This design comes from an exercise in tuning for small area, a short achievable clock period and few clock cycles per item on the open sky130 flow, not from production work. Function was not checked in any run shown here: the RTL went through the layout flow alone.

`design.v`:
```
module frac_sad_search #(
    parameter int WIDTH     = 8,
    parameter int HEIGHT    = 8,
    parameter int BITDEPTH  = 8,
    parameter int TAPS      = 8,
    parameter int HALF_TAPS = 3,
    parameter int SAD_W     = 14
) (
    input  logic                             clk,
    input  logic                             reset,
    input  logic                             in_valid,
    output logic                             in_ready,
    input  logic [(WIDTH+TAPS)*BITDEPTH-1:0] filter_pix,
    input  logic [WIDTH*BITDEPTH-1:0]        ref_pix,
    output logic                             out_valid,
    input  logic                             out_ack,
    output logic [SAD_W-1:0]                 sad_int,
    output logic [SAD_W-1:0]                 sad_h,
    output logic [SAD_W-1:0]                 sad_v,
    output logic [1:0]                       best_mode,
    output logic [SAD_W-1:0]                 best_sad
);
    localparam int BD   = BITDEPTH;
    localparam int NPX  = WIDTH + TAPS - 1;           
    localparam int LAST = HEIGHT + TAPS - 2;          
    localparam int RSW  = BD + $clog2(WIDTH);         
    logic [3:0]  cnt_q;            
    logic        ov_q;             
    logic        rdy_q;            
    logic        accept;
    logic [3:0]  cnt_d;
    logic        ov_d;
    logic        fin_q;
    assign in_ready = rdy_q;
    assign accept   = in_valid && rdy_q;
    always_comb begin
        cnt_d = cnt_q;
        if (accept) cnt_d = (cnt_q == 4'(LAST)) ? '0 : cnt_q + 4'd1;
        ov_d = ov_q;
        if (ov_q && out_ack) ov_d = 1'b0;
        else if (fin_q)      ov_d = 1'b1;
    end
    always_ff @(posedge clk) begin
        if (reset) begin
            cnt_q <= '0;
            ov_q  <= 1'b0;
            rdy_q <= 1'b1;
        end else begin
            cnt_q <= cnt_d;
            ov_q  <= ov_d;
            rdy_q <= !(ov_d && cnt_d == 4'(TAPS - 1));
        end
    end
    logic [NPX*BD-1:0]   row_q;
    logic [WIDTH*BD-1:0] ref_q;
    logic                v0_q, c0_q, f0_q, l0_q;
    always_ff @(posedge clk) begin
        row_q <= filter_pix[NPX*BD-1:0];
        ref_q <= ref_pix;
        c0_q  <= cnt_q >= 4'(TAPS - 1);
        f0_q  <= cnt_q == 4'(TAPS - 1);
        l0_q  <= cnt_q == 4'(LAST);
    end
    always_ff @(posedge clk) begin
        if (reset) v0_q <= 1'b0;
        else       v0_q <= accept;
    end
    localparam int CW = WIDTH * BD;                   
    localparam int EW = (NPX - WIDTH) * BD;           
    logic [CW-1:0] wc [TAPS-1];
    logic [EW-1:0] we [4];
    always_ff @(posedge clk) begin
        if (v0_q) begin
            for (int r = 0; r < TAPS - 2; r++) wc[r] <= wc[r+1];
            wc[TAPS-2] <= row_q[HALF_TAPS*BD +: CW];
            for (int r = 0; r < 3; r++) we[r] <= we[r+1];
            we[3] <= {row_q[NPX*BD-1 : (HALF_TAPS+WIDTH)*BD], row_q[HALF_TAPS*BD-1:0]};
        end
    end
    logic [NPX*BD-1:0]  hrow;
    logic [TAPS*BD-1:0] vcol [WIDTH];
    always_comb begin
        hrow = {we[0][EW-1 : HALF_TAPS*BD], wc[3], we[0][HALF_TAPS*BD-1:0]};
        for (int x = 0; x < WIDTH; x++) begin
            for (int t = 0; t < TAPS - 1; t++) vcol[x][t*BD +: BD] = wc[t][x*BD +: BD];
            vcol[x][(TAPS-1)*BD +: BD] = row_q[(x+HALF_TAPS)*BD +: BD];
        end
    end
    logic [9:0] vx [WIDTH], vy [WIDTH], hx [WIDTH], hy [WIDTH];
    logic       vc [WIDTH], hc [WIDTH];
    for (genvar x = 0; x < WIDTH; x++) begin : g_filt
        fsad_filt_cs u_v (.p(vcol[x]), .hx(vx[x]), .hy(vy[x]), .c6(vc[x]));
        fsad_filt_cs u_h (.p(hrow[x*BD +: TAPS*BD]), .hx(hx[x]), .hy(hy[x]), .c6(hc[x]));
    end
    logic [BD:0] di [WIDTH];
    always_comb begin
        for (int x = 0; x < WIDTH; x++) begin
            logic [BD:0] t;
            t = {1'b0, wc[3][x*BD +: BD]} - {1'b0, ref_q[x*BD +: BD]};
            di[x] = {t[BD], t[BD-1:0] ^ {BD{t[BD]}}};
        end
    end
    logic [9:0]    s1vx [WIDTH], s1vy [WIDTH], s1hx [WIDTH], s1hy [WIDTH];
    logic          s1vc [WIDTH], s1hc [WIDTH];
    logic [BD:0]   s1i [WIDTH];
    logic [BD-1:0] s1c [WIDTH];
    logic          v1_q, f1_q, l1_q;
    always_ff @(posedge clk) begin
        for (int x = 0; x < WIDTH; x++) begin
            s1vx[x] <= vx[x];
            s1vy[x] <= vy[x];
            s1vc[x] <= vc[x];
            s1hx[x] <= hx[x];
            s1hy[x] <= hy[x];
            s1hc[x] <= hc[x];
            s1i[x]  <= di[x];
            s1c[x]  <= ref_q[x*BD +: BD];
        end
        f1_q <= f0_q;
        l1_q <= l0_q;
    end
    always_ff @(posedge clk) begin
        if (reset) v1_q <= 1'b0;
        else       v1_q <= v0_q && c0_q;
    end
    logic [BD:0] dv [WIDTH], dh [WIDTH];
    for (genvar x = 0; x < WIDTH; x++) begin : g_diff
        fsad_filt_diff u_v (.hx(s1vx[x]), .hy(s1vy[x]), .c6(s1vc[x]), .c(s1c[x]), .e(dv[x]));
        fsad_filt_diff u_h (.hx(s1hx[x]), .hy(s1hy[x]), .c6(s1hc[x]), .c(s1c[x]), .e(dh[x]));
    end
    logic [RSW-1:0] rix, riy;
    fsad_rowsum_cs u_ri (.e0(s1i[0]), .e1(s1i[1]), .e2(s1i[2]), .e3(s1i[3]),
                         .e4(s1i[4]), .e5(s1i[5]), .e6(s1i[6]), .e7(s1i[7]), .rx(rix), .ry(riy));
    logic [BD:0]    s2v [WIDTH], s2h [WIDTH];
    logic [RSW-1:0] r2ix, r2iy;
    logic        v2_q, f2_q, l2_q;
    always_ff @(posedge clk) begin
        for (int x = 0; x < WIDTH; x++) begin
            s2v[x] <= dv[x];
            s2h[x] <= dh[x];
        end
        r2ix <= rix;
        r2iy <= riy;
        f2_q <= f1_q;
        l2_q <= l1_q;
    end
    always_ff @(posedge clk) begin
        if (reset) v2_q <= 1'b0;
        else       v2_q <= v1_q;
    end
    logic [RSW-1:0] rhx, rhy, rvx, rvy;
    fsad_rowsum_cs u_rh (.e0(s2h[0]), .e1(s2h[1]), .e2(s2h[2]), .e3(s2h[3]),
                         .e4(s2h[4]), .e5(s2h[5]), .e6(s2h[6]), .e7(s2h[7]), .rx(rhx), .ry(rhy));
    fsad_rowsum_cs u_rv (.e0(s2v[0]), .e1(s2v[1]), .e2(s2v[2]), .e3(s2v[3]),
                         .e4(s2v[4]), .e5(s2v[5]), .e6(s2v[6]), .e7(s2v[7]), .rx(rvx), .ry(rvy));
    logic [RSW-1:0] r3hx, r3hy, r3vx, r3vy;
    logic           v3_q, f3_q, l3_q;
    always_ff @(posedge clk) begin
        r3hx <= rhx;
        r3hy <= rhy;
        r3vx <= rvx;
        r3vy <= rvy;
        f3_q <= f2_q;
        l3_q <= l2_q;
    end
    always_ff @(posedge clk) begin
        if (reset) v3_q <= 1'b0;
        else       v3_q <= v2_q;
    end
    logic [SAD_W-1:0] acc_i;
    always_ff @(posedge clk) begin
        if (v2_q) acc_i <= (f2_q ? '0 : acc_i) + SAD_W'(r2ix) + SAD_W'(r2iy);
    end
    logic [SAD_W-1:0] acc_h, acc_v;
    always_ff @(posedge clk) begin
        if (v3_q) begin
            acc_h <= (f3_q ? '0 : acc_h) + SAD_W'(r3hx) + SAD_W'(r3hy);
            acc_v <= (f3_q ? '0 : acc_v) + SAD_W'(r3vx) + SAD_W'(r3vy);
        end
    end
    always_ff @(posedge clk) begin
        if (reset) fin_q <= 1'b0;
        else       fin_q <= v3_q && l3_q;
    end
    logic [1:0]       bm_c, bm_q;
    logic [SAD_W-1:0] bs_c, bs_q;
    always_comb begin
        logic hi, vi, vh;
        hi = acc_h < acc_i;
        vi = acc_v < acc_i;
        vh = acc_v < acc_h;
        if (hi) begin
            bm_c = vh ? 2'd2 : 2'd1;
            bs_c = vh ? acc_v : acc_h;
        end else begin
            bm_c = vi ? 2'd2 : 2'd0;
            bs_c = vi ? acc_v : acc_i;
        end
    end
    always_ff @(posedge clk) begin
        if (fin_q) begin
            bm_q <= bm_c;
            bs_q <= bs_c;
        end
    end
    assign out_valid = ov_q;
    assign sad_int   = acc_i;
    assign sad_h     = acc_h;
    assign sad_v     = acc_v;
    assign best_mode = bm_q;
    assign best_sad  = bs_q;
endmodule
module fsad_filt_cs (
    input  logic [63:0] p,
    output logic [9:0]  hx,
    output logic [9:0]  hy,
    output logic        c6
);
    wire n1 = ~p[16];
    wire n2 = ~p[40];
    wire n3 = ~p[0];
    wire n4 = ~p[56];
    wire n5 = ~p[17];
    wire n6 = ~p[41];
    wire n7 = ~p[1];
    wire n8 = ~p[57];
    wire n9 = ~p[18];
    wire n10 = ~p[42];
    wire n11 = ~p[2];
    wire n12 = ~p[58];
    wire n13 = ~p[19];
    wire n14 = ~p[43];
    wire n15 = ~p[3];
    wire n16 = ~p[59];
    wire n17 = ~p[20];
    wire n18 = ~p[44];
    wire n19 = ~p[4];
    wire n20 = ~p[60];
    wire n21 = ~p[21];
    wire n22 = ~p[45];
    wire n23 = ~p[5];
    wire n24 = ~p[61];
    wire n25 = ~p[22];
    wire n26 = ~p[46];
    wire n27 = ~p[6];
    wire n28 = ~p[62];
    wire n29 = ~p[23];
    wire n30 = ~p[47];
    wire n31 = ~p[7];
    wire n32 = ~p[63];
    wire n33, n34;
    assign {n34, n33} = {1'b0, n1} + {1'b0, n2} + {1'b0, n3};
    wire n35, n36;
    assign {n36, n35} = {1'b0, n1} + {1'b0, n5} + {1'b0, n2};
    wire n37, n38;
    assign {n38, n37} = {1'b0, n6} + {1'b0, n7} + {1'b0, n8};
    wire n39, n40;
    assign {n40, n39} = {1'b0, n5} + {1'b0, n9} + {1'b0, n6};
    wire n41, n42;
    assign {n42, n41} = {1'b0, n10} + {1'b0, p[8]} + {1'b0, p[48]};
    wire n43, n44;
    assign {n44, n43} = {1'b0, p[24]} + {1'b0, p[32]} + {1'b0, n1};
    wire n45, n46;
    assign {n46, n45} = {1'b0, n9} + {1'b0, n13} + {1'b0, n2};
    wire n47, n48;
    assign {n48, n47} = {1'b0, n10} + {1'b0, n14} + {1'b0, p[9]};
    wire n49, n50;
    assign {n50, n49} = {1'b0, p[49]} + {1'b0, n15} + {1'b0, n16};
    wire n51, n52;
    assign {n52, n51} = {1'b0, p[25]} + {1'b0, p[33]} + {1'b0, n5};
    wire n53, n54;
    assign {n54, n53} = {1'b0, n13} + {1'b0, n17} + {1'b0, n6};
    wire n55, n56;
    assign {n56, n55} = {1'b0, n14} + {1'b0, n18} + {1'b0, p[10]};
    wire n57, n58;
    assign {n58, n57} = {1'b0, p[50]} + {1'b0, n19} + {1'b0, n20};
    wire n59, n60;
    assign {n60, n59} = {1'b0, p[24]} + {1'b0, p[26]} + {1'b0, p[32]};
    wire n61, n62;
    assign {n62, n61} = {1'b0, p[34]} + {1'b0, n9} + {1'b0, n17};
    wire n63, n64;
    assign {n64, n63} = {1'b0, n21} + {1'b0, n10} + {1'b0, n18};
    wire n65, n66;
    assign {n66, n65} = {1'b0, n22} + {1'b0, p[11]} + {1'b0, p[51]};
    wire n67, n68;
    assign {n68, n67} = {1'b0, n23} + {1'b0, n24} + {1'b0, 1'b1};
    wire n69, n70;
    assign {n70, n69} = {1'b0, p[25]} + {1'b0, p[27]} + {1'b0, p[33]};
    wire n71, n72;
    assign {n72, n71} = {1'b0, p[35]} + {1'b0, n13} + {1'b0, n21};
    wire n73, n74;
    assign {n74, n73} = {1'b0, n25} + {1'b0, n14} + {1'b0, n22};
    wire n75, n76;
    assign {n76, n75} = {1'b0, n26} + {1'b0, p[12]} + {1'b0, p[52]};
    wire n77, n78;
    assign {n78, n77} = {1'b0, p[26]} + {1'b0, p[28]} + {1'b0, p[34]};
    wire n79, n80;
    assign {n80, n79} = {1'b0, p[36]} + {1'b0, n17} + {1'b0, n25};
    wire n81, n82;
    assign {n82, n81} = {1'b0, n29} + {1'b0, n18} + {1'b0, n26};
    wire n83, n84;
    assign {n84, n83} = {1'b0, n30} + {1'b0, p[13]} + {1'b0, p[53]};
    wire n85, n86;
    assign {n86, n85} = {1'b0, p[27]} + {1'b0, p[29]} + {1'b0, p[35]};
    wire n87, n88;
    assign {n88, n87} = {1'b0, p[37]} + {1'b0, n21} + {1'b0, n29};
    wire n89, n90;
    assign {n90, n89} = {1'b0, n22} + {1'b0, n30} + {1'b0, p[14]};
    wire n91, n92;
    assign {n92, n91} = {1'b0, p[28]} + {1'b0, p[30]} + {1'b0, p[36]};
    wire n93, n94;
    assign {n94, n93} = {1'b0, p[38]} + {1'b0, n25} + {1'b0, n26};
    wire n95, n96;
    assign {n96, n95} = {1'b0, p[29]} + {1'b0, p[31]} + {1'b0, p[37]};
    wire n97, n98;
    assign {n98, n97} = {1'b0, p[39]} + {1'b0, n29} + {1'b0, n30};
    wire n99, n100;
    assign {n100, n99} = {1'b0, n34} + {1'b0, n35} + {1'b0, n37};
    wire n101, n102;
    assign {n102, n101} = {1'b0, n11} + {1'b0, n12} + {1'b0, n36};
    wire n103, n104;
    assign {n104, n103} = {1'b0, n38} + {1'b0, n39} + {1'b0, n41};
    wire n105, n106;
    assign {n106, n105} = {1'b0, 1'b1} + {1'b0, n40} + {1'b0, n42};
    wire n107, n108;
    assign {n108, n107} = {1'b0, n43} + {1'b0, n45} + {1'b0, n47};
    wire n109, n110;
    assign {n110, n109} = {1'b0, 1'b1} + {1'b0, n44} + {1'b0, n46};
    wire n111, n112;
    assign {n112, n111} = {1'b0, n48} + {1'b0, n50} + {1'b0, n51};
    wire n113, n114;
    assign {n114, n113} = {1'b0, n53} + {1'b0, n55} + {1'b0, n57};
    wire n115, n116;
    assign {n116, n115} = {1'b0, n52} + {1'b0, n54} + {1'b0, n56};
    wire n117, n118;
    assign {n118, n117} = {1'b0, n58} + {1'b0, n59} + {1'b0, n61};
    wire n119, n120;
    assign {n120, n119} = {1'b0, n63} + {1'b0, n65} + {1'b0, n67};
    wire n121, n122;
    assign {n122, n121} = {1'b0, n27} + {1'b0, n28} + {1'b0, n60};
    wire n123, n124;
    assign {n124, n123} = {1'b0, n62} + {1'b0, n64} + {1'b0, n66};
    wire n125, n126;
    assign {n126, n125} = {1'b0, n68} + {1'b0, n69} + {1'b0, n71};
    wire n127, n128;
    assign {n128, n127} = {1'b0, n31} + {1'b0, n32} + {1'b0, n70};
    wire n129, n130;
    assign {n130, n129} = {1'b0, n72} + {1'b0, n74} + {1'b0, n76};
    wire n131, n132;
    assign {n132, n131} = {1'b0, n77} + {1'b0, n79} + {1'b0, n81};
    wire n133, n134;
    assign {n134, n133} = {1'b0, p[54]} + {1'b0, n78} + {1'b0, n80};
    wire n135, n136;
    assign {n136, n135} = {1'b0, n82} + {1'b0, n84} + {1'b0, n85};
    wire n137, n138;
    assign {n138, n137} = {1'b0, p[15]} + {1'b0, p[55]} + {1'b0, n86};
    wire n139, n140;
    assign {n140, n139} = {1'b0, n88} + {1'b0, n90} + {1'b0, n91};
    wire n141, n142;
    assign {n142, n141} = {1'b0, n92} + {1'b0, n94} + {1'b0, n95};
    wire n143, n144;
    assign {n144, n143} = {1'b0, p[30]} + {1'b0, p[38]} + {1'b0, n96};
    wire n145, n146;
    assign {n146, n145} = {1'b0, n100} + {1'b0, n101} + {1'b0, n103};
    wire n147, n148;
    assign {n148, n147} = {1'b0, n49} + {1'b0, n102} + {1'b0, n104};
    wire n149, n150;
    assign {n150, n149} = {1'b0, n106} + {1'b0, n108} + {1'b0, n109};
    wire n151, n152;
    assign {n152, n151} = {1'b0, n110} + {1'b0, n112} + {1'b0, n114};
    wire n153, n154;
    assign {n154, n153} = {1'b0, n115} + {1'b0, n117} + {1'b0, n119};
    wire n155, n156;
    assign {n156, n155} = {1'b0, n73} + {1'b0, n75} + {1'b0, n116};
    wire n157, n158;
    assign {n158, n157} = {1'b0, n118} + {1'b0, n120} + {1'b0, n121};
    wire n159, n160;
    assign {n160, n159} = {1'b0, n83} + {1'b0, n122} + {1'b0, n124};
    wire n161, n162;
    assign {n162, n161} = {1'b0, n126} + {1'b0, n127} + {1'b0, n129};
    wire n163, n164;
    assign {n164, n163} = {1'b0, n87} + {1'b0, n89} + {1'b0, n128};
    wire n165, n166;
    assign {n166, n165} = {1'b0, n130} + {1'b0, n132} + {1'b0, n133};
    wire n167, n168;
    assign {n168, n167} = {1'b0, n93} + {1'b0, n134} + {1'b0, n136};
    wire n169, n170;
    assign {n170, n169} = {1'b0, n97} + {1'b0, n138} + {1'b0, n140};
    wire n171, n172;
    assign {n172, n171} = {1'b0, n98} + {1'b0, n142} + {1'b0, n143};
    wire n173, n174;
    assign {n174, n173} = {1'b0, p[31]} + {1'b0, p[39]} + {1'b0, n144};
    wire n175, n176;
    assign {n176, n175} = {1'b0, n105} + {1'b0, n107} + {1'b0, n146};
    wire n177, n178;
    assign {n178, n177} = {1'b0, n111} + {1'b0, n113} + {1'b0, n148};
    wire n179, n180;
    assign {n180, n179} = {1'b0, n150} + {1'b0, n151} + {1'b0, n153};
    wire n181, n182;
    assign {n182, n181} = {1'b0, n123} + {1'b0, n125} + {1'b0, n152};
    wire n183, n184;
    assign {n184, n183} = {1'b0, n154} + {1'b0, n155} + {1'b0, n157};
    wire n185, n186;
    assign {n186, n185} = {1'b0, n131} + {1'b0, n156} + {1'b0, n158};
    wire n187, n188;
    assign {n188, n187} = {1'b0, n135} + {1'b0, n160} + {1'b0, n162};
    wire n189, n190;
    assign {n190, n189} = {1'b0, n137} + {1'b0, n139} + {1'b0, n164};
    wire n191, n192;
    assign {n192, n191} = {1'b0, n141} + {1'b0, n168} + {1'b0, n169};
    wire n193, n194;
    assign {n194, n193} = {1'b0, n149} + {1'b0, n176} + {1'b0, n177};
    wire n195, n196;
    assign {n196, n195} = {1'b0, n180} + {1'b0, n181} + {1'b0, n183};
    wire n197, n198;
    assign {n198, n197} = {1'b0, n159} + {1'b0, n161} + {1'b0, n182};
    wire n199, n200;
    assign {n200, n199} = {1'b0, n163} + {1'b0, n165} + {1'b0, n186};
    wire n201, n202;
    assign {n202, n201} = {1'b0, n166} + {1'b0, n167} + {1'b0, n188};
    wire n203, n204;
    assign {n204, n203} = {1'b0, n170} + {1'b0, n171} + {1'b0, n192};
    wire n205, n206;
    assign {n206, n205} = {1'b0, n178} + {1'b0, n179} + {1'b0, n194};
    wire n207, n208;
    assign {n208, n207} = {1'b0, n184} + {1'b0, n185} + {1'b0, n196};
    wire n209, n210;
    assign {n210, n209} = {1'b0, n187} + {1'b0, n198} + {1'b0, n199};
    wire n211, n212;
    assign {n212, n211} = {1'b0, n189} + {1'b0, n200} + {1'b0, n201};
    wire n213, n214;
    assign {n214, n213} = {1'b0, n190} + {1'b0, n191} + {1'b0, n202};
    wire n215, n216;
    assign {n216, n215} = {1'b0, n172} + {1'b0, n173} + {1'b0, n204};
    wire [15:0] x = {1'b0, 1'b0, ~n174, ~n215, ~n203, ~n212, ~n210, ~n208, ~n197, ~n195, ~n205, ~n193, ~n147, ~n145, ~n99, ~n4};
    wire [15:0] y = {1'b0, 1'b0, ~n216, 1'b0, ~n214, ~n213, ~n211, ~n209, ~n207, ~n206, 1'b0, 1'b0, ~n175, 1'b0, 1'b0, ~n33};
    wire [6:0] lo = {1'b0, x[5:0] ^ 6'd63} + {1'b0, y[5:0] ^ 6'd9};
    assign hx = x[15:6];
    assign hy = y[15:6];
    assign c6 = lo[6];
endmodule
module fsad_filt_diff (
    input  logic [9:0] hx,
    input  logic [9:0] hy,
    input  logic       c6,
    input  logic [7:0] c,
    output logic [8:0] e
);
    wire [9:0] x = hx ^ 10'd255;
    wire [9:0] y = hy ^ 10'd191;
    wire [9:0] s = x + y + {9'd0, c6} + 10'd928;
    wire [9:0] t = x + y + {9'd0, c6} + 10'd928 - {2'd0, c};
    always_comb begin
        if (s[9])      e = {1'b0, c};            
        else if (s[8]) e = {1'b0, ~c};           
        else           e = {t[9], t[7:0] ^ {8{t[9]}}};
    end
endmodule
module fsad_rowsum_cs (
    input  logic [8:0]  e0,
    input  logic [8:0]  e1,
    input  logic [8:0]  e2,
    input  logic [8:0]  e3,
    input  logic [8:0]  e4,
    input  logic [8:0]  e5,
    input  logic [8:0]  e6,
    input  logic [8:0]  e7,
    output logic [10:0] rx,
    output logic [10:0] ry
);
    wire n1, n2;
    assign {n2, n1} = {1'b0, e0[0]} + {1'b0, e0[8]} + {1'b0, e1[0]};
    wire n3, n4;
    assign {n4, n3} = {1'b0, e1[8]} + {1'b0, e2[0]} + {1'b0, e2[8]};
    wire n5, n6;
    assign {n6, n5} = {1'b0, e3[0]} + {1'b0, e3[8]} + {1'b0, e4[0]};
    wire n7, n8;
    assign {n8, n7} = {1'b0, e4[8]} + {1'b0, e5[0]} + {1'b0, e5[8]};
    wire n9, n10;
    assign {n10, n9} = {1'b0, e6[0]} + {1'b0, e6[8]} + {1'b0, e7[0]};
    wire n11, n12;
    assign {n12, n11} = {1'b0, e0[1]} + {1'b0, e1[1]} + {1'b0, e2[1]};
    wire n13, n14;
    assign {n14, n13} = {1'b0, e3[1]} + {1'b0, e4[1]} + {1'b0, e5[1]};
    wire n15, n16;
    assign {n16, n15} = {1'b0, e0[2]} + {1'b0, e1[2]} + {1'b0, e2[2]};
    wire n17, n18;
    assign {n18, n17} = {1'b0, e3[2]} + {1'b0, e4[2]} + {1'b0, e5[2]};
    wire n19, n20;
    assign {n20, n19} = {1'b0, e0[3]} + {1'b0, e1[3]} + {1'b0, e2[3]};
    wire n21, n22;
    assign {n22, n21} = {1'b0, e3[3]} + {1'b0, e4[3]} + {1'b0, e5[3]};
    wire n23, n24;
    assign {n24, n23} = {1'b0, e0[4]} + {1'b0, e1[4]} + {1'b0, e2[4]};
    wire n25, n26;
    assign {n26, n25} = {1'b0, e3[4]} + {1'b0, e4[4]} + {1'b0, e5[4]};
    wire n27, n28;
    assign {n28, n27} = {1'b0, e0[5]} + {1'b0, e1[5]} + {1'b0, e2[5]};
    wire n29, n30;
    assign {n30, n29} = {1'b0, e3[5]} + {1'b0, e4[5]} + {1'b0, e5[5]};
    wire n31, n32;
    assign {n32, n31} = {1'b0, e0[6]} + {1'b0, e1[6]} + {1'b0, e2[6]};
    wire n33, n34;
    assign {n34, n33} = {1'b0, e3[6]} + {1'b0, e4[6]} + {1'b0, e5[6]};
    wire n35, n36;
    assign {n36, n35} = {1'b0, e0[7]} + {1'b0, e1[7]} + {1'b0, e2[7]};
    wire n37, n38;
    assign {n38, n37} = {1'b0, e3[7]} + {1'b0, e4[7]} + {1'b0, e5[7]};
    wire n39, n40;
    assign {n40, n39} = {1'b0, e7[8]} + {1'b0, n1} + {1'b0, n3};
    wire n41, n42;
    assign {n42, n41} = {1'b0, n5} + {1'b0, n7} + {1'b0, n9};
    wire n43, n44;
    assign {n44, n43} = {1'b0, e6[1]} + {1'b0, e7[1]} + {1'b0, n2};
    wire n45, n46;
    assign {n46, n45} = {1'b0, n4} + {1'b0, n6} + {1'b0, n8};
    wire n47, n48;
    assign {n48, n47} = {1'b0, n10} + {1'b0, n11} + {1'b0, n13};
    wire n49, n50;
    assign {n50, n49} = {1'b0, e6[2]} + {1'b0, e7[2]} + {1'b0, n12};
    wire n51, n52;
    assign {n52, n51} = {1'b0, n14} + {1'b0, n15} + {1'b0, n17};
    wire n53, n54;
    assign {n54, n53} = {1'b0, e6[3]} + {1'b0, e7[3]} + {1'b0, n16};
    wire n55, n56;
    assign {n56, n55} = {1'b0, n18} + {1'b0, n19} + {1'b0, n21};
    wire n57, n58;
    assign {n58, n57} = {1'b0, e6[4]} + {1'b0, e7[4]} + {1'b0, n20};
    wire n59, n60;
    assign {n60, n59} = {1'b0, n22} + {1'b0, n23} + {1'b0, n25};
    wire n61, n62;
    assign {n62, n61} = {1'b0, e6[5]} + {1'b0, e7[5]} + {1'b0, n24};
    wire n63, n64;
    assign {n64, n63} = {1'b0, n26} + {1'b0, n27} + {1'b0, n29};
    wire n65, n66;
    assign {n66, n65} = {1'b0, e6[6]} + {1'b0, e7[6]} + {1'b0, n28};
    wire n67, n68;
    assign {n68, n67} = {1'b0, n30} + {1'b0, n31} + {1'b0, n33};
    wire n69, n70;
    assign {n70, n69} = {1'b0, e6[7]} + {1'b0, e7[7]} + {1'b0, n32};
    wire n71, n72;
    assign {n72, n71} = {1'b0, n34} + {1'b0, n35} + {1'b0, n37};
    wire n73, n74;
    assign {n74, n73} = {1'b0, n40} + {1'b0, n42} + {1'b0, n43};
    wire n75, n76;
    assign {n76, n75} = {1'b0, n44} + {1'b0, n46} + {1'b0, n48};
    wire n77, n78;
    assign {n78, n77} = {1'b0, n50} + {1'b0, n52} + {1'b0, n53};
    wire n79, n80;
    assign {n80, n79} = {1'b0, n54} + {1'b0, n56} + {1'b0, n57};
    wire n81, n82;
    assign {n82, n81} = {1'b0, n58} + {1'b0, n60} + {1'b0, n61};
    wire n83, n84;
    assign {n84, n83} = {1'b0, n62} + {1'b0, n64} + {1'b0, n65};
    wire n85, n86;
    assign {n86, n85} = {1'b0, n66} + {1'b0, n68} + {1'b0, n69};
    wire n87, n88;
    assign {n88, n87} = {1'b0, n36} + {1'b0, n38} + {1'b0, n70};
    wire n89, n90;
    assign {n90, n89} = {1'b0, n45} + {1'b0, n47} + {1'b0, n73};
    wire n91, n92;
    assign {n92, n91} = {1'b0, n49} + {1'b0, n51} + {1'b0, n74};
    wire n93, n94;
    assign {n94, n93} = {1'b0, n55} + {1'b0, n76} + {1'b0, n77};
    wire n95, n96;
    assign {n96, n95} = {1'b0, n59} + {1'b0, n78} + {1'b0, n79};
    wire n97, n98;
    assign {n98, n97} = {1'b0, n63} + {1'b0, n80} + {1'b0, n81};
    wire n99, n100;
    assign {n100, n99} = {1'b0, n67} + {1'b0, n82} + {1'b0, n83};
    wire n101, n102;
    assign {n102, n101} = {1'b0, n71} + {1'b0, n84} + {1'b0, n85};
    wire n103, n104;
    assign {n104, n103} = {1'b0, n72} + {1'b0, n86} + {1'b0, n87};
    wire n105, n106;
    assign {n106, n105} = {1'b0, n75} + {1'b0, n90} + {1'b0, n91};
    wire n107, n108;
    assign {n108, n107} = {1'b0, n92} + {1'b0, n93} + {1'b0, n106};
    wire n109, n110;
    assign {n110, n109} = {1'b0, n94} + {1'b0, n95} + {1'b0, n108};
    wire n111, n112;
    assign {n112, n111} = {1'b0, n96} + {1'b0, n97} + {1'b0, n110};
    wire n113, n114;
    assign {n114, n113} = {1'b0, n98} + {1'b0, n99} + {1'b0, n112};
    wire n115, n116;
    assign {n116, n115} = {1'b0, n100} + {1'b0, n101} + {1'b0, n114};
    wire n117, n118;
    assign {n118, n117} = {1'b0, n102} + {1'b0, n103} + {1'b0, n116};
    wire n119, n120;
    assign {n120, n119} = {1'b0, n88} + {1'b0, n104} + {1'b0, n118};
    assign rx = {n120, n119, n117, n115, n113, n111, n109, n107, n105, n89, n39};
    assign ry = {1'b0, 1'b0, 1'b0, 1'b0, 1'b0, 1'b0, 1'b0, 1'b0, 1'b0, 1'b0, n41};
endmodule
```
`flow/run.sh`:
```
#!/bin/bash
# Standard layout (the standard.sh, unchanged synthesis), with port buffers of
# type buf_2 and timing repair aimed at a tighter setup margin.
bash standard.sh SETUP_SLACK_MARGIN=8 'BUFFER_PORTS_ARGS=-buffer_cell sky130_fd_sc_hd__buf_2' finish > standard.log 2>&1
```
`standard.sh`:
```
#!/bin/bash
# synth_recipe.tcl (not shown) runs the flow's synth.tcl, then flattens the netlist and writes it again
# the make line also repeats each setting of config.mk as NAME=value (left out here)
make -C /OpenROAD-flow-scripts/flow DESIGN_CONFIG=/design/flow/config.mk WORK_HOME=/design/flow/orfs CLKGATE_MAP_FILE= SYNTH_SCRIPT=/design/flow/synth_recipe.tcl "${@:-finish}"
```
`config.mk`:
```
export PLATFORM = sky130hd
export DESIGN_NAME = frac_sad_search
export DESIGN_NICKNAME = frac_sad_search
export VERILOG_FILES = /design/flow/design.v
export SDC_FILE = /design/flow/constraint.sdc
export NUM_CORES = 4
export LEC_CHECK = 0
export CAP_MARGIN = 50
export CORE_MARGIN = 2
export CORE_UTILIZATION = 40
export CTS_BUF_LIST = sky130_fd_sc_hd__clkbuf_8 sky130_fd_sc_hd__clkbuf_16
export CTS_CLUSTER_DIAMETER = 60
export CTS_CLUSTER_SIZE = 20
export SLEW_MARGIN = 75
```
`constraint.sdc`:
```
create_clock -name core_clock -period 12.0 [get_ports {clk}]
set_input_delay 2.4000 -clock core_clock [delete_from_list [all_inputs] [get_ports {clk}]]
set_output_delay 2.4000 -clock core_clock [all_outputs]
set_load 0.01 [all_outputs]
```
==> flow_summary.json, run 1 <==
{
  "drc_errors": 0,
  "drtPass1Iterations": 5,
  "drv_slew": 0,
  "synth.distinct_cells": 92,
  "io_pins": 256,
  "synth_seq_cells": 1506,
  "fin_tns_setup_ps": 0,
  "path_cells": "fa_2, inv_2, fa_2, fa_2, fa_1, inv_2, fa_2, fa_2, fa_2, fa_2, fa_2, inv_2, fa_1, inv_1, fa_2, fa_2",
  "holdBufCountCts": 0,
  "hp-class": "register to register",
  "endpoint_kind": "register",
  "reg2reg_slack_ps": 6750,
  "critPathLaunch": "s2v[2][8]$_SDFF_PP0_",
  "routabilityCongestion": 0.950,
  "period_needed_ps": 5250,
  "ys_warn_count": 38,
  "stdcell_count": 12200,
  "wl_per_cell_microns": 21.8,
  "drive_gt1_frac": 0.177,
  "rows": 183,
  "first_global_vias": 64100,
  "yosysSeqAreaShare": 0.376,
  "start_util": 0.402,
  "cp_max_fo": 1,
  "finalSetupViolCount": 0,
  "synth_cells": 8020,
  "synth_area_leader_cell": "fa_1",
  "grt.overflow.total": 0,
  "max_freq_mhz": 190,
  "totalWireLength_microns": 266000,
  "via_per_inst": 4.88,
  "synthArstFlopShare": 0,
  "met2_usage": 0.341,
  "syn_area_sq_mm": 0.0997,
  "cpMostUsedCell": "fa_2",
  "path_delay_family": "adder cells",
  "ant_nets": 0,
  "netlist_top_cells_area": "fa_1, edfxtp_1, dfxtp_1",
  "cp.arrival_ps": 6050,
  "clkLatencyLatePin_ps": 870,
  "dp_hpwl_microns": 218000,
  "hp-start": "l2_q$_DFF_P_",
  "core-area_sq_mm": 0.248,
  "crit_path_start_kind": "register",
  "slowest_stage": "fa_2",
  "critPathKind": "register to register",
  "use_met3": 0.0415,
  "grt_pass1_wl_microns": 398000,
  "h-tree-depth": 4,
  "worstPathRequired_ps": 12800,
  "port_buffers": 247,
  "avgSynthCellArea_sq_um": 12.4,
  "max_slew_margin": 0.657,
  "reg2reg_from": "s2v[2][8]$_SDFF_PP0_",
  "clkTransAtPathRegs_ps": 80,
  "syn_nets": 10300,
  "finalCritPeriodShare": 0.437,
  "cts-root-buf": "clkbuf_16",
  "clockBufferDepth": 3,
  "fin_nets": 11100,
  "grt_antenna_before_repair": 14,
  "syn_to_final_growth_pct": 17.7,
  "grtUsageTotal": 0.213,
  "synth_ff_type": "dfxtp_1",
  "numCtsBuffers": 152,
  "cts_tree": "done",
  "cp_num_buf_inv": 4,
  "max_cap_viol_count": 0,
  "die_area_sq_mm": 0.253,
  "final_hold_viol_count": 0,
  "yosys.area.top_type_share": 0.331,
  "skew_ps": 64.1,
  "grt_max_degree": 53,
  "rsz0062_at_grt": "true",
  "dp.cells": 11700,
  "grt_busiest_layer": "met2",
  "drtIter0Drc": 4045,
  "fp.dieW_microns": 503,
  "worstMarginPinSlew_ps": 511,
  "synth_edf_count": 730,
  "fillers": 22100,
  "vias": 59600,
  "die_h_microns": 503,
  "max_stage_delay_ps": 650,
  "cts.sinks": 1506,
  "status": "no timing/DRC/antenna violations",
  "use_met1": 0.286
}
## worst reg2reg max path: cells and delay by family (launching register included)
family	cells	cell delay, ps
buffers and inverters	4	220
adder cells (fa/ha/maj)	12	4650
flip-flops	1	330
## metrics by stage
step	hold slack [ps]	instance area (sq um)	util	setup slack [ps]
finish	330	117000	0.473	6750
global route	338	117000	0.473	6670
CTS	335	115000	0.464	6740
detailed placement	316	109000	0.437	6660
global placement	314	106000	0.425	6560
floorplan	310	99800	-	6690
## cells in the mapped netlist (9+ instances only)
library cell,instances
o22ai_1,10
a211o_1,16
dfxtp_1,776
edfxtp_1,730
nor3b_1,46
mux2_2,11
or2_2,9
ha_1,469
a221oi_1,20
a311oi_1,96
inv_1,1897
a21o_1,118
clkbuf_1,57
nor2_1,317
nand2b_1,67
a211oi_1,42
or3_1,32
o21bai_1,40
a31oi_1,20
a21boi_0,11
o21ai_0,142
nand2_1,133
a21oi_1,183
and3_1,99
buf_1,12
nor3_1,99
nor2b_1,71
o211ai_1,33
o21a_1,43
xnor2_1,319
nand4_1,14
and2_1,13
a2111oi_0,16
a31o_2,12
fa_1,1650
nand3_1,82
xor2_1,164
## worst paths after layout
path | endpoint | cells after the start
hold reg to reg | l3_q$_DFF_P_ | 0
hold / removal | l3_q$_DFF_P_ | 0
setup reg to reg | r3vx[9]$_DFF_P_ | 16
setup / recovery | r3vx[9]$_DFF_P_ | 16
## logic make-up (layout without fill, tap and decap cells)
kind of cell | after synthesis | after routing | synth area share
simple gates | 1013 | 1013 | 0.0512
fa+ha+maj | 2121 | 2121 | 0.390
xor+xnor | 484 | 484 | 0.0426
flops | 1506 | 1506 | 0.376
other cells | 0 | 4 | 0
mux | 14 | 14 | 0.00154
compound gates | 907 | 907 | 0.0640
buf+inv | 1975 | 2838 | 0.0745
## metal layers
metal	vias up	share of wire
met2	1753	0.46
met4	6	0.049
li1	27000	-
met1	30400	0.43
met3	501	0.066
met5	-	0.00017
## state kept, by name, indices dropped and copies added (netlist names), 56 cells and up
register / count
row_q: 120
s1c: 64
s2v: 72
s1hx: 64
s1vx: 64
ref_q: 64
g_diff.u_h.hy: 56
g_diff.u_v.hy: 56
s1i: 72
s2h: 72
we: 224
wc: 448
## timing repair
action | in CTS | in global routing
gates resized for setup | 194 | 221
cloned | 0 | 0
endpoints found under the hold margin | 0 | 0
buffers inserted | 86 | 79
pin swaps | 58 | 121
endpoints found under the setup margin | 152 | 166
## area by class of cell
| class | instances | area, sq um | share of cell area |
|---|---|---|---|
| inverters | 1897 | 7220 | 0.0615 |
| repair buffers | 655 | 5030 | 0.0428 |
| well taps | 3330 | 4170 | 0.0355 |
| flip-flops and latches | 1506 | 37500 | 0.320 |
| diodes | 4 | 10.0 | 0.0000853 |
| clock inverters | 126 | 1530 | 0.0130 |
| multi-input cells | 4539 | 58000 | 0.494 |
| clock buffers | 160 | 3950 | 0.0336 |
## cells in the final DEF, fill, tap and decap left out, types with 137 or more instances in the layout
master and instances:
nor2_1 299, a21oi_1 148, fa_1 1513, buf_4 201, fa_2 137, clkbuf_16 155
buf_2 303, ha_1 455, xnor2_1 253, inv_1 1821, edfxtp_1 730, dfxtp_1 744
==> run 2, diff against run 1 <==
==> flow/run.sh (replaced) <==
#!/bin/bash
# Standard layout (the standard.sh, unchanged synthesis), with port buffers of
# type buf_2, timing repair aimed at a tighter setup margin, and resizing not tied
# to cell footprints.
bash standard.sh SETUP_SLACK_MARGIN=8 MATCH_CELL_FOOTPRINT=0 'BUFFER_PORTS_ARGS=-buffer_cell sky130_fd_sc_hd__buf_2' finish > standard.log 2>&1
--- a/config.mk
+++ b/config.mk
@@ -8,7 +8,8 @@
 export CAP_MARGIN = 50
 export CORE_MARGIN = 2
-export CORE_UTILIZATION = 40
+export CORE_UTILIZATION = 55
 export CTS_BUF_LIST = sky130_fd_sc_hd__clkbuf_8 sky130_fd_sc_hd__clkbuf_16
 export CTS_CLUSTER_DIAMETER = 60
 export CTS_CLUSTER_SIZE = 20
+export PLACE_DENSITY = 0.7
 export SLEW_MARGIN = 75
==> run 2 against run 1 <==
Effect of this change: still clean; cell count shrank 8.1%; flip-flop and latch count did not move; synthesized cell count unchanged; utilization is 17 points higher; clock skew fell by 21 ps; area after synthesis is the same; die area fell by 27%; clock-buffer cell count shrank 14; critical path type unchanged.
==> flow_summary.json, run 2 <==
{
  "status": "no timing/DRC/antenna violations",
  "cts_tree": "done",
  "grt_pass1_wl_microns": 388000,
  "max_cap_viol_count": 0,
  "syn_to_final_growth_pct": 16.0,
  "finalCritPeriodShare": 0.440,
  "yosysSeqAreaShare": 0.376,
  "drtPass1Iterations": 6,
  "yosys.area_share.simple": 0.0512,
  "drv_slew": 0,
  "synthMuxAreaShare": 0.00154,
  "largest_reg_flops": 448,
  "grt.overflow.total": 0,
  "synth_seq_cells": 1506,
  "ys_warn_count": 38,
  "skew_ps": 42.9,
  "grtUsageTotal": 0.285,
  "synthArstFlopShare": 0,
  "clkTransAtPathRegs_ps": 80,
  "syn_area_sq_mm": 0.0997,
  "die_h_microns": 430,
  "final_hold_viol_count": 0,
  "synth_common_cells": "inv_1, fa_1, dfxtp_1",
  "first_global_vias": 64000,
  "cts-root-buf": "clkbuf_16",
  "synth_edf_count": 730,
  "r2r-end": "r3vx[9]$_DFF_P_",
  "fin_nets": 11100,
  "drive_gt1_frac": 0.174,
  "r2r_cells": 16,
  "holdBufCountCts": 0,
  "synth-xor-area-share": 0.0426,
  "reg_top3": "wc: 448 flops, we: 224 flops, row_q: 120 flops",
  "syn_nets": 10300,
  "synth_cells": 8020,
  "reg2reg_from": "s2v[1][8]$_SDFF_PP0_",
  "place_ws_ps": 6640,
  "crit_path_start_kind": "register",
  "synth_compound_area_frac": 0.0640,
  "via_per_inst": 5.38,
  "final_cell_mix": "inv_1, fa_1, dfxtp_1, edfxtp_1, ha_1",
  "avgSynthCellArea_sq_um": 12.4,
  "netlist_top_cells_area": "fa_1, edfxtp_1, dfxtp_1",
  "synth.distinct_cells": 92,
  "rsz0062_at_grt": "true",
  "start_util": 0.553,
  "h-tree-depth": 4,
  "worstMarginPinSlew_ps": 424,
  "max_freq_mhz": 189,
  "cts.sinks": 1506,
  "grt_antenna_before_repair": 12,
  "fp.dieW_microns": 430,
  "rows": 156,
  "hp-start": "f1_q$_DFF_P_",
  "drc_errors": 0,
  "cp.arrival_ps": 6040,
  "critPathKind": "register to register",
  "synth_area_leader_cell": "fa_1",
  "dp.cells": 10800,
  "hold_end": "f2_q$_DFF_P_",
  "hp-class": "register to register",
  "synth_top_family_by_area": "adder cells",
  "max_slew_margin": 0.717,
  "port_buffers": 247,
  "routabilityCongestion": 0.952,
  "vias": 60400,
  "clkLatencyLatePin_ps": 840,
  "clockBufferDepth": 3,
  "yosys.area.top_type_share": 0.331,
  "core-area_sq_mm": 0.180,
  "endpoint_kind": "register",
  "ant_nets": 0,
  "dp_hpwl_microns": 209000,
  "totalWireLength_microns": 258000,
  "final_common_cell": "inv_1",
  "fin_tns_setup_ps": 0,
  "die_area_sq_mm": 0.185,
  "numCtsBuffers": 140,
  "hold_depth": 0,
  "synth-adder-area-share": 0.390,
  "timing.final.ws_setup_ps": 6720,
  "io_pins": 256,
  "worstPathRequired_ps": 12760,
  "reg2reg_slack_ps": 6720,
  "cp_max_fo": 1,
  "top_register": "wc",
  "period_needed_ps": 5280,
  "drtIter0Drc": 4663,
  "grt_max_degree": 48,
  "finalSetupViolCount": 0,
  "yosysMostFrequentCell": "inv_1",
  "wl_per_cell_microns": 23.0,
  "synth_ff_type": "dfxtp_1",
  "stdcell_count": 11200
}
==> run 2: cell counts after synthesis <==
No cell type changed its count.
==> run 2: how the worst max path moves through the flow <==
stage                                    start                  to  slack (ps)  depth (start not counted)
after CTS                 s2v[1][8]$_SDFF_PP0_     r3vx[9]$_DFF_P_        6690                         16
after global placement    s2v[1][8]$_SDFF_PP0_     r3vx[9]$_DFF_P_        6660                         16
after floorplan                v0_q$_SDFF_PP0_  wc[0][0]$_DFFE_PP_        6690                          0
after detailed placement  s2v[1][8]$_SDFF_PP0_     r3vx[9]$_DFF_P_        6640                         16
final                     s2v[1][8]$_SDFF_PP0_     r3vx[9]$_DFF_P_        6720                         16
after global routing      s2v[1][8]$_SDFF_PP0_     r3vx[9]$_DFF_P_        6600                         16
==> run 2: cell families (layout without fill, tap and decap cells) <==
group / count (synthesis) / in the layout
xor gates and xnor gates: 484 / 484
other: 0 / 4
DFF: 1506 / 1506
adders and majority gates: 2121 / 2121
buffers and inverters: 1975 / 2809
AOI/OAI and AO/OA: 907 / 907
and+or+nand+nor: 1013 / 1013
muxes: 14 / 14
==> run 2: metrics by stage <==
step	utilization	cell area [sq um]	hold slack (ps)
floorplan	-	99800	310
global placement	0.578	104000	311
detailed placement	0.596	108000	316
CTS	0.631	114000	331
global route	0.641	116000	336
finish	0.641	116000	329
==> run 2: area by class of cell <==
type,count,area [sq um]
clock inverters,114,1350
diodes,4,10.0
flip-flops and latches,1506,37500
well taps,2370,2970
multi-input cells,4539,57900
clock buffers,146,3630
repair buffers,652,5010
fillers,13500,64700
inverters,1897,7250
==> run 2: what timing repair did <==
action                     4_1_cts  5_1_grt
pin swaps                       50      137
gates resized for setup        211      212
setup endpoints to repair      164      168
buffers inserted                73       65
==> run 2: layer usage <==
layer | vias up | wire length, microns | track usage
met5 | - | 30 | 0
met4 | 4 | 14000 | 0.132
li1 | 27000 | - | -
met1 | 30700 | 106000 | 0.389
met2 | 2210 | 119000 | 0.449
met3 | 547 | 18600 | 0.0491
==> run 2: critical path, cell delays in order, from the launching register on <==
cell and delay (ps):
dfxtp_2 330, fa_2 660, inv_2 50, fa_2 350
fa_2 370, fa_1 510, inv_2 50, fa_2 380
fa_2 350, fa_2 350, fa_2 340, fa_2 340
inv_2 60, fa_1 160, inv_1 50, fa_2 340
fa_2 520

-- port drivers added, routing unchanged --
Ports are ideal in the flow. The routed layouts listed here were re-timed in OpenROAD. Step 1, drivers: a clkbuf_16 drives clk and a buf_2 each remaining input, both assumed. Step 2 moves the port delays by t, midway between the first and last clock arrival at a register: inputs arrive t later, outputs are due t later. That takes back most of the time a late clock gives input paths. Three values: ideal ports, drivers, drivers and shift; two values: the first two.
run | shift t [ns] | setup WS [ns] | worst setup path after step 2 | worst register clock-pin slew, ns | worst data-port slew with drivers (ns)
run 1 | 0.926 | 6.751 / 6.751 / 6.751 | register to register | 0.08 / 0.08 | 0.09
run 2 | 0.911 | 6.723 / 6.723 / 6.723 | register to register | 0.09 / 0.09 | 0.04
After both steps every run listed still meets setup and hold.
